Background: an optimization exercise with open tools, aiming at small area. Do not read the settings as production practice.
In this exercise RTL edits were held to simulation tests only and were not proved equivalent to the original.
Power is estimated from default activity; no workload was simulated.

==> design.v <==
package layer_pkg;
   typedef logic signed [16-1:0] data_t;
   typedef logic [$clog2(8)-1:0] vec_addr_t;
   typedef logic [$clog2(16 / 2)-1:0] row_t;
endpackage
package layer_coef_pkg;
   localparam int WEIGHT_ENTRIES = 4 * 8 * (16 / 4);
   localparam int BIAS_ENTRIES   = 4 * (16 / 4);
   localparam logic [WEIGHT_ENTRIES*16-1:0] weight_table = {
      {
         -16'sd38,  16'sd33,  16'sd109, 16'sd24,  -16'sd3,   -16'sd45,  -16'sd19,  16'sd48,
         16'sd103,  16'sd18,  16'sd82,  -16'sd28, 16'sd101,  -16'sd64,  -16'sd108, 16'sd3,
         -16'sd18,  16'sd107, 16'sd2,   -16'sd45, -16'sd85,  16'sd22,   16'sd86,   16'sd32,
         -16'sd1,   -16'sd105, 16'sd81, 16'sd42,  16'sd45,   16'sd39,   -16'sd54,  16'sd63
      },
      {
         16'sd29,   -16'sd75, -16'sd24, 16'sd89,  -16'sd12,  -16'sd72,  16'sd114,  -16'sd15,
         -16'sd11,  -16'sd4,  -16'sd36, 16'sd105, 16'sd53,   -16'sd50,  -16'sd37,  16'sd72,
         -16'sd110, -16'sd77, 16'sd9,   16'sd71,  16'sd1,    16'sd100,  16'sd15,   -16'sd72,
         16'sd90,   16'sd84,  16'sd7,   -16'sd36, 16'sd56,   -16'sd106, 16'sd20,   16'sd22
      },
      {
         -16'sd109, -16'sd24, 16'sd30,  16'sd68,  -16'sd123, -16'sd41,  16'sd119,  16'sd31,
         16'sd54,   16'sd121, 16'sd12,  16'sd60,  -16'sd48,  16'sd3,    -16'sd37,  16'sd78,
         16'sd93,   -16'sd101, 16'sd116, -16'sd83, 16'sd31,  -16'sd49,  16'sd124,  16'sd29,
         -16'sd78,  16'sd8,   16'sd67,  16'sd81,  16'sd87,   16'sd63,   -16'sd18,  -16'sd105
      },
      {
         -16'sd2,   -16'sd5,  16'sd22,  -16'sd23, 16'sd96,   -16'sd58,  16'sd36,   -16'sd70,
         16'sd126,  16'sd113, -16'sd73, 16'sd94,  -16'sd73,  16'sd92,   -16'sd104, -16'sd98,
         -16'sd64,  -16'sd77, -16'sd4,  -16'sd9,  -16'sd113, 16'sd20,   16'sd21,   -16'sd3,
         16'sd115,  16'sd106, 16'sd14,  -16'sd126, -16'sd1,  -16'sd93,  16'sd0,    16'sd126
      }
   };
   localparam logic [BIAS_ENTRIES*16-1:0] bias_table = {
      {-16'sd70, 16'sd120, 16'sd71,  -16'sd60},
      {-16'sd47, 16'sd115, -16'sd83, 16'sd67},
      {16'sd41,  16'sd38,  -16'sd81, -16'sd106},
      {16'sd103, 16'sd83,  16'sd0,   -16'sd10}
   };
endpackage
module layer_sequencer (
   input  logic                 clk,
   input  logic                 reset,
   input  logic                 s_valid,
   input  logic                 m_ready,
   output logic                 s_ready,
   output logic                 m_valid,
   output logic                 vec_wr_en,    
   output layer_pkg::vec_addr_t pos,          
   output logic                 active0,      
   output logic                 start0,       
   output layer_pkg::row_t      row0,
   output logic                 active1,
   output logic                 start1,
   output layer_pkg::row_t      row1,
   output logic                 out_sel       
);
   layer_pkg::vec_addr_t load_cnt;    
   logic vec_pending;    
   logic run0, done0;
   logic run1, done1;
   logic fire0, fire1;
   logic gap;            
   assign s_ready   = (pos == load_cnt)
                      && (load_cnt != '0 || (!vec_pending && !(row1 == 3'd7 && !run1)));
   assign vec_wr_en = s_ready & s_valid;
   assign gap       = (pos == load_cnt) && (load_cnt != '0) && !s_valid;
   assign m_valid = out_sel ? done1 : done0;
   assign fire0   = m_ready & done0 & !out_sel;
   assign fire1   = m_ready & done1 & out_sel;
   assign start0 = (pos == 3'd0) && !run0 && (!done0 || fire0)
                   && (row0 != '0 || vec_pending || vec_wr_en);
   assign start1 = (pos == 3'd1) && !run1 && (!done1 || fire1)
                   && (row1 != '0 || vec_pending || vec_wr_en);
   assign active0 = start0 | run0;
   assign active1 = start1 | run1;
   always_ff @(posedge clk) begin
      if (reset) begin
         pos         <= '0;
         load_cnt    <= '0;
         vec_pending <= 1'b0;
         out_sel     <= 1'b0;
         run0        <= 1'b0;
         done0       <= 1'b0;
         row0        <= '0;
         run1        <= 1'b0;
         done1       <= 1'b0;
         row1        <= '0;
      end else begin
         pos <= pos + 1'b1;
         if (vec_wr_en)
            load_cnt <= load_cnt + 1'b1;
         if (vec_wr_en && load_cnt == 3'd7)
            vec_pending <= 1'b1;
         else if (run1 && pos == 3'd0 && row1 == 3'd6)
            vec_pending <= 1'b0;
         if (fire0 | fire1)
            out_sel <= !out_sel;
         if (start0)
            run0 <= 1'b1;
         else if (run0 && (pos == 3'd7 || (gap && row0 == '0)))
            run0 <= 1'b0;
         if (run0 && pos == 3'd7 && !(gap && row0 == '0)) begin
            done0 <= 1'b1;
            row0  <= row0 + 1'b1;
         end else if (fire0)
            done0 <= 1'b0;
         if (start1)
            run1 <= 1'b1;
         else if (run1 && (pos == 3'd0 || (gap && row1 == '0)))
            run1 <= 1'b0;
         if (run1 && pos == 3'd0 && !(gap && row1 == '0)) begin
            done1 <= 1'b1;
            row1  <= row1 + 1'b1;
         end else if (fire1)
            done1 <= 1'b0;
      end
   end
endmodule
module mac_lane #(
   parameter int LANE = 0
) (
   input  logic                 clk,
   input  logic                 active,    
   input  logic                 start,     
   input  layer_pkg::row_t      row,
   input  layer_pkg::vec_addr_t pos,
   input  layer_pkg::data_t     x_word,
   output layer_pkg::data_t     acc
);
   localparam int ROWS = 16 / 2;
   logic [ROWS*8*8-1:0] w_rom;
   logic [ROWS*8-1:0]               b_rom;
   genvar i;
   generate
      for (i = 0; i < ROWS * 8; i++) begin : g_w
         localparam int J = 2 * (i / 8) + LANE;
         localparam int C = (i % 8 + 8 - LANE) % 8;
         localparam int E = (J % 4) * 8 * (16 / 4)
                            + (J / 4) * 8 + C;
         assign w_rom[i*8 +: 8] =
            layer_coef_pkg::weight_table[(layer_coef_pkg::WEIGHT_ENTRIES - 1 - E) * 16 +: 8];
      end
      for (i = 0; i < ROWS; i++) begin : g_b
         localparam int J = 2 * i + LANE;
         localparam int E = (J % 4) * (16 / 4) + J / 4;
         assign b_rom[i*8 +: 8] =
            layer_coef_pkg::bias_table[(layer_coef_pkg::BIAS_ENTRIES - 1 - E) * 16 +: 8];
      end
   endgenerate
   logic signed [7:0]  weight;
   logic signed [7:0]  bias;
   layer_pkg::data_t   addend;
   layer_pkg::data_t   product;
   assign weight  = active ? w_rom[{row, pos}*8 +: 8] : 8'sd0;
   assign bias    = b_rom[row*8 +: 8];
   assign addend  = start ? layer_pkg::data_t'(bias) : acc;
   assign product = layer_pkg::data_t'(x_word * weight);    
   always_ff @(posedge clk)
      acc <= addend + product;
endmodule
module mac_array (
   input  logic                 clk,
   input  logic                 vec_wr_en,
   input  layer_pkg::data_t     data_in,
   input  layer_pkg::vec_addr_t pos,
   input  logic                 active0,
   input  logic                 start0,
   input  layer_pkg::row_t      row0,
   input  logic                 active1,
   input  logic                 start1,
   input  layer_pkg::row_t      row1,
   output layer_pkg::data_t     acc0,
   output layer_pkg::data_t     acc1
);
   layer_pkg::data_t ring [0:8-1];
   layer_pkg::data_t x_in;    
   assign x_in = vec_wr_en ? data_in : ring[0];
   always_ff @(posedge clk) begin
      for (int k = 0; k < 8 - 1; k++)
         ring[k] <= ring[k+1];
      ring[8-1] <= x_in;
   end
   mac_lane #(.LANE(0)) u_lane0 (
      .clk    (clk),
      .active (active0),
      .start  (start0),
      .row    (row0),
      .pos    (pos),
      .x_word (x_in),
      .acc    (acc0)
   );
   mac_lane #(.LANE(1)) u_lane1 (
      .clk    (clk),
      .active (active1),
      .start  (start1),
      .row    (row1),
      .pos    (pos),
      .x_word (ring[8-1]),
      .acc    (acc1)
   );
endmodule
module result_buffer (
   input  logic             out_sel,
   input  layer_pkg::data_t acc0,
   input  layer_pkg::data_t acc1,
   output layer_pkg::data_t data_out
);
   layer_pkg::data_t result;
   assign result   = out_sel ? acc1 : acc0;
   assign data_out = result[16-1] ? '0 : result;
endmodule
module layer_top (
   input  logic             clk,
   input  logic             reset,
   input  logic             s_valid,
   input  logic             m_ready,
   input  layer_pkg::data_t data_in,
   output logic             s_ready,
   output logic             m_valid,
   output layer_pkg::data_t data_out
);
   logic                 vec_wr_en;
   layer_pkg::vec_addr_t pos;
   logic                 active0, start0, active1, start1;
   layer_pkg::row_t      row0, row1;
   logic                 out_sel;
   layer_pkg::data_t     acc0, acc1;
   layer_sequencer u_sequencer (
      .clk       (clk),
      .reset     (reset),
      .s_valid   (s_valid),
      .m_ready   (m_ready),
      .s_ready   (s_ready),
      .m_valid   (m_valid),
      .vec_wr_en (vec_wr_en),
      .pos       (pos),
      .active0   (active0),
      .start0    (start0),
      .row0      (row0),
      .active1   (active1),
      .start1    (start1),
      .row1      (row1),
      .out_sel   (out_sel)
   );
   mac_array u_mac_array (
      .clk       (clk),
      .vec_wr_en (vec_wr_en),
      .data_in   (data_in),
      .pos       (pos),
      .active0   (active0),
      .start0    (start0),
      .row0      (row0),
      .active1   (active1),
      .start1    (start1),
      .row1      (row1),
      .acc0      (acc0),
      .acc1      (acc1)
   );
   result_buffer u_result_buffer (
      .out_sel  (out_sel),
      .acc0     (acc0),
      .acc1     (acc1),
      .data_out (data_out)
   );
endmodule
==> run.sh <==
#!/bin/bash
# synth_recipe.tcl (not shown) runs the flow's synth.tcl, then flattens the netlist and writes it again
# the make line also repeats each setting of config.mk as NAME=value (left out here)
make -C /OpenROAD-flow-scripts/flow DESIGN_CONFIG=/design/flow/config.mk WORK_HOME=/design/flow/orfs CLKGATE_MAP_FILE= SYNTH_SCRIPT=/design/flow/synth_recipe.tcl finish
==> config.mk <==
export PLATFORM = sky130hd
export DESIGN_NAME = layer_top
export DESIGN_NICKNAME = layer_top
export VERILOG_FILES = /design/flow/design.v
export SDC_FILE = /design/flow/constraint.sdc
export NUM_CORES = 4
export LEC_CHECK = 0
export CAP_MARGIN = 20
export CORE_MARGIN = 2
export CORE_UTILIZATION = 40
export SLEW_MARGIN = 20
==> constraint.sdc <==
create_clock -name core_clock -period 7.0 [get_ports {clk}]
set_input_delay 1.4000 -clock core_clock [delete_from_list [all_inputs] [get_ports {clk}]]
set_output_delay 1.4000 -clock core_clock [all_outputs]
set_load 0.01 [all_outputs]
==> results of run 1 <==
## how the worst min path moves through the flow
| stage | start | end | slack [ns] | cells after the start |
|---|---|---|---|---|
| after detailed placement | u_mac_array.ring[2][1] | u_mac_array.ring[1][1] | 0.31 | 0 |
| final | u_mac_array.ring[2][13] | u_mac_array.ring[1][13] | 0.33 | 0 |
| after floorplan | u_mac_array.ring[1][0] | u_mac_array.ring[0][0] | 0.31 | 0 |
| after global placement | u_mac_array.ring[5][10] | u_mac_array.ring[4][10] | 0.31 | 0 |
| after CTS | u_mac_array.ring[2][13] | u_mac_array.ring[1][13] | 0.33 | 0 |
| after global routing | u_mac_array.ring[5][4] | u_mac_array.ring[4][4] | 0.33 | 0 |
## layout make-up
type | instances | area, µm²
Inverter | 151 | 567
Multi-Input combinational cell | 948 | 8600
Sequential cell | 178 | 3560
Clock inverter | 15 | 173
Clock buffer | 17 | 425
Tap cell | 402 | 503
Timing Repair Buffer | 160 | 1290
Fill cell | 3013 | 16600
## through the flow
stage,hold WS [ns],setup WS [ns],TNS (ns)
floorplan,0.310,0.107,0
global placement,0.310,-0.381,-2.34
detailed placement,0.312,-0.493,-3.15
CTS,0.327,0.0535,0
global route,0.332,-0.0686,-0.0766
finish,0.326,0.204,0
## state kept, by name, indices dropped and copies added (netlist names)
signal / cells
u_sequencer.run0: 1
u_sequencer.run1: 1
u_sequencer.done0: 1
u_mac_array.ring: 128
u_mac_array.u_lane0.acc: 16
u_sequencer.done1: 1
u_mac_array.u_lane1.acc: 16
u_sequencer.pos: 3
u_sequencer.load_cnt: 3
u_sequencer.row0: 3
u_sequencer.out_sel: 1
u_sequencer.vec_pending: 1
u_sequencer.row1: 3
## cells by family (layout without fill, tap and decap cells)
logic type      after synthesis  count (layout)
simple gates                411             411
fa+ha+maj                   244             244
buf+inv                     221             343
compound gates              189             189
flops                       178             178
mux                          53              53
xor+xnor                     50              50
other cells                   1               1
## metal layers
metal | vias up | wire, µm | track usage (%)
li1 | 4613 | - | -
met1 | 4950 | 16500 | 31.4
met2 | 307 | 17600 | 38.1
met3 | 75 | 2220 | 4.42
met4 | 0 | 1310 | 9.76
met5 | - | 0 | 0
## cells in the final DEF (no fill, tap or decap), types with 6 or more instances in the layout
cell | Yosys | layout
nor3_1 | 18 | 17
a211oi_1 | 7 | 6
a31oi_1 | 7 | 7
xor2_1 | 7 | 7
nor2_1 | 84 | 84
mux2i_1 | 30 | 30
clkdlybuf4s50_1 | 0 | 36
nand3_1 | 23 | 23
ha_1 | 94 | 93
mux2_2 | 16 | 16
clkbuf_16 | 0 | 17
nand2_1 | 153 | 153
fa_1 | 150 | 150
inv_1 | 149 | 149
nand2b_1 | 21 | 21
nor2b_1 | 24 | 24
o211ai_1 | 14 | 14
a311oi_1 | 6 | 6
and3_1 | 14 | 14
mux4_2 | 7 | 7
and2_1 | 45 | 45
clkinv_8 | 0 | 6
dfxtp_1 | 178 | 177
xnor2_1 | 37 | 37
buf_4 | 1 | 124
a21oi_2 | 0 | 12
or2_2 | 6 | 6
o21bai_1 | 7 | 7
o21a_1 | 11 | 10
or3_1 | 7 | 7
a21oi_1 | 47 | 35
o21ai_0 | 47 | 46
a21o_1 | 6 | 6
## power groups by stage
| stage | clock, mW | combinational, mW | sequential, mW |
|---|---|---|---|
| floorplan | 0 | 2.14 | 1.58 |
| global placement | 0 | 3.13 | 1.76 |
| detailed placement | 0 | 3.19 | 1.77 |
| CTS | 0.990 | 3.23 | 1.75 |
| global route | 1.03 | 3.68 | 1.79 |
| finish | 0.969 | 3.26 | 1.75 |
## repair_timing
action / CTS / global route
buffers inserted: 0 / 2
setup endpoints to repair: 2 / 8
pin swaps: 0 / 5
gates resized for setup: 2 / 21
==> results.sh, run 1 <==
export IMPL_pwr_share_seq_pct=29.3
export IMPL_route_detailed_drc=0
export IMPL_die_width_um=184
export IMPL_syn_area_per_cell_um2=9.60
export IMPL_synth_compound_area_share_pct=9.45
export IMPL_yosys_top_cells_count="178 x dfxtp_1, 153 x nand2_1, 150 x fa_1"
export IMPL_vias=9945
export IMPL_grt_pass1_vias=10400
export IMPL_setup_violations=0
export IMPL_ys_seq_area_share_pct=27.5
export IMPL_grt_start_max_net_pins=45
export IMPL_wl_per_cell_um=20.1
export IMPL_synth_seq_cells=178
export IMPL_finalMaxSlewViolations=0
export IMPL_slowest_delay_ns=0.58
export IMPL_worst_path_stages=23
export IMPL_rows=65
export IMPL_layout_drive_gt1_share_pct=14.4
export IMPL_ant_nets=0
export IMPL_status="timing/DRC/antenna clean"
export IMPL_synth_fa_ha_area_share_pct=32.3
export IMPL_ctsHoldBuffers=0
export IMPL_end_kind="flip-flop"
export IMPL_p_leak_nw=6.83
export IMPL_synthXorXnorAreaFrac_pct=3.98
export IMPL_gp_congestion=0.957
export IMPL_worstPathMaxFanout=8
export IMPL_cpLargestDelayFamily="adder cells"
export IMPL_synth_most_common_cell="dfxtp_1"
export IMPL_synth_fp_nets=1611
export IMPL_start_util_pct=40.8
export IMPL_r2r_end="u_mac_array.u_lane0.acc[13]"
export IMPL_clk_pin_slew_ns=0.08
export IMPL_critPathBufInv=5
export IMPL_cp_endpoint="u_mac_array.u_lane0.acc[15]"
export IMPL_comb_power_share_pct=54.5
export IMPL_r2r_start="u_sequencer.pos[1]"
export IMPL_synth_simple_area_share_pct=15.1
export IMPL_post_route_min_period_ns=6.80
export IMPL_synthArstFlopShare_pct=0
export IMPL_clockBufferDepth=2
export IMPL_cts_tree="done"
export IMPL_antenna_found_initial=1
export IMPL_synthMuxAreaShare_pct=4.93
export IMPL_max_freq_mhz=147
export IMPL_utilization_pct=47.7
export IMPL_grt_overflow=0
export IMPL_yosysTopAreaCell="dfxtp_1"
export IMPL_cts_sinks=178
export IMPL_critPathLaunchType="input pin"
export IMPL_hold_class="flip-flop to flip-flop"
export IMPL_cp_arrival_ns=7.14
export IMPL_finalHoldViolations=0
export IMPL_power_total_mw=5.99
export IMPL_clock_latency_ns=0.47
export IMPL_wirelength_um=37600
export IMPL_htree_levels=4
export IMPL_cap_violations=0
export IMPL_worstPathRequired_ns=7.34
export IMPL_root_buffer="clkbuf_16"
export IMPL_instances_no_fill=1871
export IMPL_first_pass_iters=5
export IMPL_die_h_um=184
export IMPL_powerDensity_nw_per_um2=396
export IMPL_areaGrowthSynthToFinish_pct=16.9
export IMPL_die_area_um2=33800
export IMPL_port_buffers=36
export IMPL_cts_inserted_buffers=17
export IMPL_synth_main_ff_cell="dfxtp_1"
export IMPL_critPathSlowestCell="or4b_4"
export IMPL_placed_area_um2=14400
export IMPL_grt_pass1_wl_um=59400
export IMPL_finalCritPeriodShare_pct=97.1
export IMPL_synth_top_area_share_pct=27.5
export IMPL_dp_cells=1837
export IMPL_maxSlewHeadroom_pct=36.8
export IMPL_rsz0062_at_grt="true"
export IMPL_antenna_cells=0
export IMPL_synthTopCellsByArea="dfxtp_1 28%, fa_1 23%, ha_1 9.1%"
export IMPL_ioPinCount=38
export IMPL_via_per_inst=5.32
export IMPL_worstPathCellList="clkdlybuf4s50_1 > nand2b_1 > a21oi_2 > nor2_1 > a21o_1 > or4b_4 > buf_4 > or2_2 > fa_1 > inv_1 > fa_1 > inv_1 > fa_1 > inv_1 > fa_1 > ha_1 > xnor2_1 > xnor2_1 > xnor2_1 > xnor2_1 > xnor3_1 > xor3_1 > xor2_1"
export IMPL_worst_r2r_cell_count=22
export IMPL_switchingPower_mw=2.50
export IMPL_tightest_slew_ns=0.945
export IMPL_ys_types=71
export IMPL_switching_share_pct=41.8
export IMPL_track_usage_pct=23.7
export IMPL_synthCells=1347
export IMPL_drt_iter0_drc=696
export IMPL_critPathLaunch="m_ready"
export IMPL_core_area_um2=31700
export IMPL_syn_area_um2=12900
export IMPL_power_frac_clock_pct=16.2
export IMPL_r2r_setup_slack_ns=0.35
export IMPL_stdcell_area_um2=15100
export IMPL_nets=1720
export IMPL_dpl_hpwl_um=29400
export IMPL_yosysWarnings=6
export IMPL_path_class="input pin to flip-flop"
export IMPL_internal_power_mw=3.49
export IMPL_synth_edff_count=0
export IMPL_ir_worst_vdd_mv=0.254
export IMPL_synth_top_family_by_area="adder cells"
export IMPL_fin_skew_ns=0.0220
==> inputs of run 2 (changes only) <==
--- a/config.mk
+++ b/config.mk
@@ -5,7 +5,9 @@
 export SDC_FILE = /design/flow/constraint.sdc
 export NUM_CORES = 4
 export LEC_CHECK = 0
-export CAP_MARGIN = 20
+export CAP_MARGIN = 0
 export CORE_MARGIN = 2
 export CORE_UTILIZATION = 40
-export SLEW_MARGIN = 20
+export CTS_BUF_LIST = sky130_fd_sc_hd__clkbuf_4 sky130_fd_sc_hd__clkbuf_8
+export GPL_TIMING_DRIVEN = 0
+export SLEW_MARGIN = 0
==> results.sh, run 2 <==
export IMPL_status="timing/DRC/antenna clean"
export IMPL_ys_seq_area_share_pct=27.5
export IMPL_layout_common_cells="175 x dfxtp_1, 150 x nand2_1, 150 x fa_1, 147 x inv_1, 88 x ha_1"
export IMPL_placed_area_um2=13800
export IMPL_layout_drive_gt1_share_pct=13.6
export IMPL_synthArstFlopShare_pct=0
export IMPL_hold_class="flip-flop to flip-flop"
export IMPL_worstPathRequired_ns=7.41
export IMPL_core_area_um2=31700
export IMPL_nFillCells=3046
export IMPL_ctsHoldBuffers=0
export IMPL_grt_pass1_vias=10200
export IMPL_antenna_cells=0
export IMPL_r2r_setup_slack_ns=0.15
export IMPL_synth_seq_cells=178
export IMPL_cp_arrival_ns=7.26
export IMPL_htree_levels=4
export IMPL_synth_edff_count=0
export IMPL_yosysTopAreaCell="dfxtp_1"
export IMPL_root_buffer="clkbuf_8"
export IMPL_gp_congestion=0.962
export IMPL_wl_per_cell_um=20.9
export IMPL_areaGrowthSynthToFinish_pct=14.4
export IMPL_end_kind="flip-flop"
export IMPL_whs_path_depth=0
export IMPL_cts_inserted_buffers=17
export IMPL_dpl_hpwl_um=29400
export IMPL_setup_tns_ns=0
export IMPL_layout_commonest_cell="dfxtp_1"
export IMPL_max_freq_mhz=146
export IMPL_grt_start_max_net_pins=20
export IMPL_setup_violations=0
export IMPL_vias=9899
export IMPL_post_route_min_period_ns=6.85
export IMPL_finalCritPeriodShare_pct=97.9
export IMPL_cts_sinks=178
export IMPL_synth_main_ff_cell="dfxtp_1"
export IMPL_maxSlewHeadroom_pct=30.1
export IMPL_grt_pass1_wl_um=59300
export IMPL_holdCritStartpoint="u_mac_array.ring[4][12]"
export IMPL_clockBufferDepth=2
export IMPL_hold_end="u_mac_array.ring[3][12]"
export IMPL_nets=1680
export IMPL_synth_top_area_share_pct=27.5
export IMPL_path_class="flip-flop to flip-flop"
export IMPL_synth_fp_nets=1611
export IMPL_finalHoldViolations=0
export IMPL_rows=65
export IMPL_die_area_um2=33800
export IMPL_powerDensity_nw_per_um2=374
export IMPL_die_width_um=184
export IMPL_cap_violations=0
export IMPL_grt_overflow=0
export IMPL_drt_iter0_drc=667
export IMPL_port_buffers=35
export IMPL_utilization_pct=46.7
export IMPL_worstPathMaxFanout=10
export IMPL_clock_latency_ns=0.50
export IMPL_ioPinCount=38
export IMPL_finalMaxSlewViolations=0
export IMPL_r2r_end="u_mac_array.u_lane0.acc[14]"
export IMPL_antenna_found_initial=1
export IMPL_fin_skew_ns=0.0274
export IMPL_start_util_pct=40.8
export IMPL_critPathSlowestCell="mux4_2"
export IMPL_critPathLaunchType="flip-flop"
export IMPL_synthTopCellsByArea="dfxtp_1 28%, fa_1 23%, ha_1 9.1%"
export IMPL_yosys_top_cells_count="178 x dfxtp_1, 153 x nand2_1, 150 x fa_1"
export IMPL_ant_nets=0
export IMPL_largest_reg_flops=128
export IMPL_ir_worst_vdd_mv=0.238
export IMPL_die_h_um=184
export IMPL_synth_most_common_cell="dfxtp_1"
export IMPL_ys_types=71
export IMPL_fin_hold_ws_ns=0.325
export IMPL_slowest_delay_ns=0.50
export IMPL_route_detailed_drc=0
export IMPL_track_usage_pct=23.6
export IMPL_via_per_inst=5.41
export IMPL_worst_r2r_cell_count=29
export IMPL_stdcell_area_um2=14800
export IMPL_cp_common_cell="fa_1"
export IMPL_yosysWarnings=6
export IMPL_wirelength_um=38200
export IMPL_cts_tree="done"
export IMPL_clk_pin_slew_ns=0.12
export IMPL_largest_register="u_mac_array.ring"
export IMPL_top_regs="u_mac_array.ring x128, u_mac_array.u_lane0.acc x16, u_mac_array.u_lane1.acc x16"
export IMPL_p_leak_nw=6.50
export IMPL_syn_area_per_cell_um2=9.60
export IMPL_tightest_slew_ns=1.04
export IMPL_first_pass_iters=5
export IMPL_power_total_mw=5.54
export IMPL_r2r_start="u_sequencer.pos[0]"
export IMPL_syn_area_um2=12900
export IMPL_synthCells=1347
run 2: per-stage QoR:
step | std cells | worst slack, ns
3_3_place_gp | 1784 | -1.84
2_1_floorplan | 1347 | 0.107
3_5_place_dp | 1784 | -1.85
4_1_cts | 1820 | -0.0167
6_report | 1831 | 0.149
5_1_grt | 1831 | -0.0461
run 2: cells by family after synthesis:
group,after synthesis,share of synthesized area (%)
AND/OR/NAND/NOR,411,15.1
other,1,0.0290
flip-flops,178,27.5
XOR/XNOR,50,3.98
AO/OA/AOI/OAI,189,9.45
adder cells (fa/ha/maj),244,32.3
buffers and inverters,221,6.65
multiplexers,53,4.93
run 2: critical path, delay by kind of cell, from the launching register on:
kind,cells,cell delay [ns]
muxes,1,0.50
AOI/OAI and AO/OA,9,1.45
buffers and inverters,6,0.68
adders and majority gates,8,3.00
xor gates and xnor gates,1,0.14
DFF,1,0.40
and+or+nand+nor,4,0.59
run 2: how the worst max path moves through the flow:
stage / startpoint / endpoint / slack (ns) / cells past startpoint
2_1_floorplan: m_ready / u_mac_array.u_lane1.acc[15] / 0.11 / 23
3_3_place_gp: m_ready / u_mac_array.u_lane1.acc[15] / -1.84 / 24
3_5_place_dp: m_ready / u_mac_array.u_lane1.acc[15] / -1.85 / 24
4_1_cts: u_sequencer.pos[0] / u_mac_array.u_lane0.acc[13] / -0.02 / 23
5_1_grt: u_sequencer.pos[0] / u_mac_array.u_lane1.acc[15] / -0.05 / 27
6_report: u_sequencer.pos[0] / u_mac_array.u_lane0.acc[14] / 0.15 / 29
run 2: timing repair:
item / CTS / global route
setup buffers: 11 / 11
hold endpoints to repair: 0 / 0
pin swaps: 7 / 14
gates resized for setup: 99 / 62
cloned: 0 / 1
setup endpoints to repair: 17 / 7
run 2: final cells by class:
type | instances | area, µm² | area share, %
Buffer | 62 | 375 | 2.54
Clock buffer | 18 | 248 | 1.67
Clock inverter | 14 | 163 | 1.10
Inverter | 151 | 577 | 3.90
Multi-Input combinational cell | 949 | 8840 | 59.7
Sequential cell | 178 | 3570 | 24.1
Tap cell | 402 | 503 | 3.40
Timing Repair Buffer | 57 | 522 | 3.53
run 2: layer usage:
layer	vias to the layer above	track usage, %	share of wire (%)
met4	0	7.90	2.6
met3	60	3.31	5.8
met5	-	0	0
li1	4518	-	-
met1	4981	32.9	45
met2	340	37.6	46
run 2: where the power goes:
group | total (mW) | switching (mW) | leakage (nW) | internal (mW)
Sequential | 1.73 | 0.284 | 1.49 | 1.44
Combinational | 3.08 | 1.68 | 4.81 | 1.40
Clock | 0.733 | 0.453 | 0.200 | 0.280
Total | 5.54 | 2.41 | 6.50 | 3.13

[port drivers added, routing unchanged]
In the flow no input, the clock included, has a driving cell. The finished layouts below were timed again as built, in two steps. Step 1 sets driving cells, clkbuf_16 on the clock port and buf_2 on the other inputs (assumed; they add their load-dependent delay and slew). Step 2, shift: input delay + t, output delay - t, t = (earliest + latest rising clock arrival at the registers) / 2. This alone moves slack from input paths to output paths. Slacks: ideal ports / drivers / drivers and shift; pairs: ideal ports / drivers.
| run | shift t [ns] | setup WS [ns] | worst setup path after step 2 | worst register clock-pin slew, ns |
|---|---|---|---|---|
| run 1 | 0.505 | 0.204 / 0.229 / -0.276 | input to register | 0.09 / 0.09 |
| run 2 | 0.532 | 0.149 / 0.149 / -0.341 | input to register | 0.12 / 0.12 |
Met with ideal ports but missed after step 2: setup timing in run 1 and run 2. The setup slack of run 2, which loses most, moves by 0.000 ns with the drivers and by -0.490 ns with both steps.
